From an optimization exercise on the open Yosys and OpenROAD flow, aimed at small area, a short achievable clock period and few clock cycles per item; shortcuts taken in it are not production practice.
In this exercise RTL edits were held to simulation tests only and were not proved equivalent to the original.
No activity file was given, so power comes from the tool's default toggle rates.

the reference run:
Design contiguous_block_allocator, start of the top module:
module contiguous_block_allocator (
  input  wire logic              clk_i,
  input  wire logic              rst_ni,
  input  wire logic              req_valid,
  output logic                   req_ready,
  input  wire logic [1:0]        req_type,
  input  wire logic [7:0]        req_handle,
  input  wire logic [19:0]       req_size_bytes,
  output logic                   rsp_valid,
  input  wire logic              rsp_ready,
  output logic [1:0]             rsp_status,
  output logic [7:0]             rsp_start_block,
  output logic [8:0]             rsp_current_usage,
  output logic [8:0]             rsp_peak_usage,
  input  wire logic              psel,
  input  wire logic              penable,
  input  wire logic              pwrite,
  input  wire logic [cba_pkg::PaddrW-1:0] paddr,
  input  wire logic [31:0]       pwdata,
  output logic [31:0]            prdata,
  output logic                   pready
);
Settings: LEC_CHECK=0, CAP_MARGIN=20, CORE_MARGIN=2, CORE_UTILIZATION=40, GPL_TIMING_DRIVEN=0, SETUP_SLACK_MARGIN=2.5, SLEW_MARGIN=20, SYNTH_HIERARCHICAL=1; clock period 10.0 ns.
run.sh (not shown) runs the stock make flow with config.mk's settings and CLKGATE_MAP_FILE= SYNTH_SCRIPT=/design/flow/synth_recipe.tcl, a recipe that flattens the netlist after the stock synthesis.
Testbench counts of the reference run, summed over its fixed seeds: cycles 6,558, items 4,000.
--- input diff the reference run..the trial run ---
-- flow/design.v --
<<< the reference run, line 393
  cba_thermo u_ge_x (.v_i({1'b0, x_q}), .ge_o(ge_x));
  assign gt_x = {ge_x[254:0], 1'b0};
  assign va = ge_x & (~used_e | ({256{rsz_q}} & start_e & gt_x));
  assign vb = gt_x & start_e & ({256{rsz_q}} | ~{used_e[254:0], 1'b1});
  cba_ffs u_ffs_a (.v_i(va), .found_o(fa), .idx_o(a8));
>>> the trial run, line 393
  cba_thermo u_ge_x (.v_i({1'b0, x_q}), .ge_o(ge_x));
  assign gt_x = {ge_x[254:0], 1'b0};
  assign va = ge_x & ~used_e;
  assign vb = gt_x & start_e & ({256{rsz_q}} | ~{used_e[254:0], 1'b1});
  cba_ffs u_ffs_a (.v_i(va), .found_o(fa), .idx_o(a8));
<<< the reference run, line 399
  assign a  = {1'b0, a8};
  assign b  = fb ? {1'b0, b8} : 9'd256;
  assign e9 = fa ? a : 9'd256;
  cba_fits u_fits (.a_i(a8), .b_i(b), .q_i(hd_q_i), .fit_o(fit_len));
  assign in_lim  = !pass2_q || !ge9(a, {1'b0, cursor_q});
>>> the trial run, line 399
  assign a  = {1'b0, a8};
  assign b  = fb ? {1'b0, b8} : 9'd256;
  logic [8:0] a9;
  logic       a_le_b;
  assign a9      = {!fa, a8 & {8{fa}}};
  assign a_le_b  = ge9(b, a9);
  assign e9      = a_le_b ? a9 : b;
  cba_fits u_fits (.a_i(a8), .b_i(b), .q_i(hd_q_i), .fit_o(fit_len));
  assign in_lim  = !pass2_q || !ge9(a, {1'b0, cursor_q});
<<< the reference run, line 409
  cba_inc_add8 u_cur_n (.x_i(cursor_q), .y_i(hd_q_i), .s_o(cur_n));
  logic hn_lt_e, hn_gt_e;
  assign hn_lt_e = !ge9(hn, e9);
  assign hn_gt_e = !ge9(e9, hn);
  always_comb begin
    if (srch_q)              w_lo_d = a;
>>> the trial run, line 413
  cba_inc_add8 u_cur_n (.x_i(cursor_q), .y_i(hd_q_i), .s_o(cur_n));
  logic hn_lt_e, hn_gt_e;
  assign hn_lt_e = !ge9(hn, a9) && !ge9(hn, b);
  assign hn_gt_e = !ge9(a9, hn) || !ge9(b, hn);
  always_comb begin
    if (srch_q)              w_lo_d = a;
<<< the reference run, line 432
  assign r_free  = live && nz;
  assign r_big   = live && !nz && hd_big_i;
  assign r_same  = live && !nz && !hd_big_i && (hn == e9);
  assign r_shr   = live && !nz && !hd_big_i && hn_lt_e;
  assign r_grow  = live && !nz && !hd_big_i && hn_gt_e && ge9(b, hn);
>>> the trial run, line 436
  assign r_free  = live && nz;
  assign r_big   = live && !nz && hd_big_i;
  assign r_same  = live && !nz && !hd_big_i && !hn_lt_e && !hn_gt_e;
  assign r_shr   = live && !nz && !hd_big_i && hn_lt_e;
  assign r_grow  = live && !nz && !hd_big_i && hn_gt_e && ge9(b, hn);
Findings:
- Looking at mapped cell area, the trial run sits 1.6% lower than the reference run does.
- Combinational power in the trial run is about 6% above the reference run.
- Cmp the trial run vs the reference run: met2 usage higher in the trial run
- Signal arrival time at the worst endpoint, the reference run and the trial run, higher one = the trial run.
- Going from the reference run to the trial run, final total power up about 4%; non-clock buffer count +about 1.3%; clock-buffer cell count saw a decrease.
Testbench counts of the trial run, summed over its fixed seeds: cycles 6,558, items 4,000.

==> what the ideal ports hide <==
How much do the figures lean on ideal ports? The routed layouts below were timed once more, with nothing changed but the port constraints.
Step 1 assumes that a clkbuf_16 drives the clock port and a buf_2 every other input.
Step 2 moves the port delays by t, midway between the first and last clock arrival at a register: inputs arrive t later, outputs are due t later. That takes back most of the time a late clock gives input paths.
Slacks: ideal / step 1 / step 2; pairs: ideal / step 1.
| run | t, ns | slack for setup (ns) | worst setup path at the end | worst data-port slew with drivers (ns) | pins driven straight from the clock port |
|---|---|---|---|---|---|
| the reference run | 0.889 | 2.299 / 2.299 / 2.299 | register to register | 0.05 | 1 |
| the trial run | 0.903 | 2.244 / 2.244 / 2.244 | register to register | 0.09 | 1 |
After both steps setup and hold are still met in every run listed.
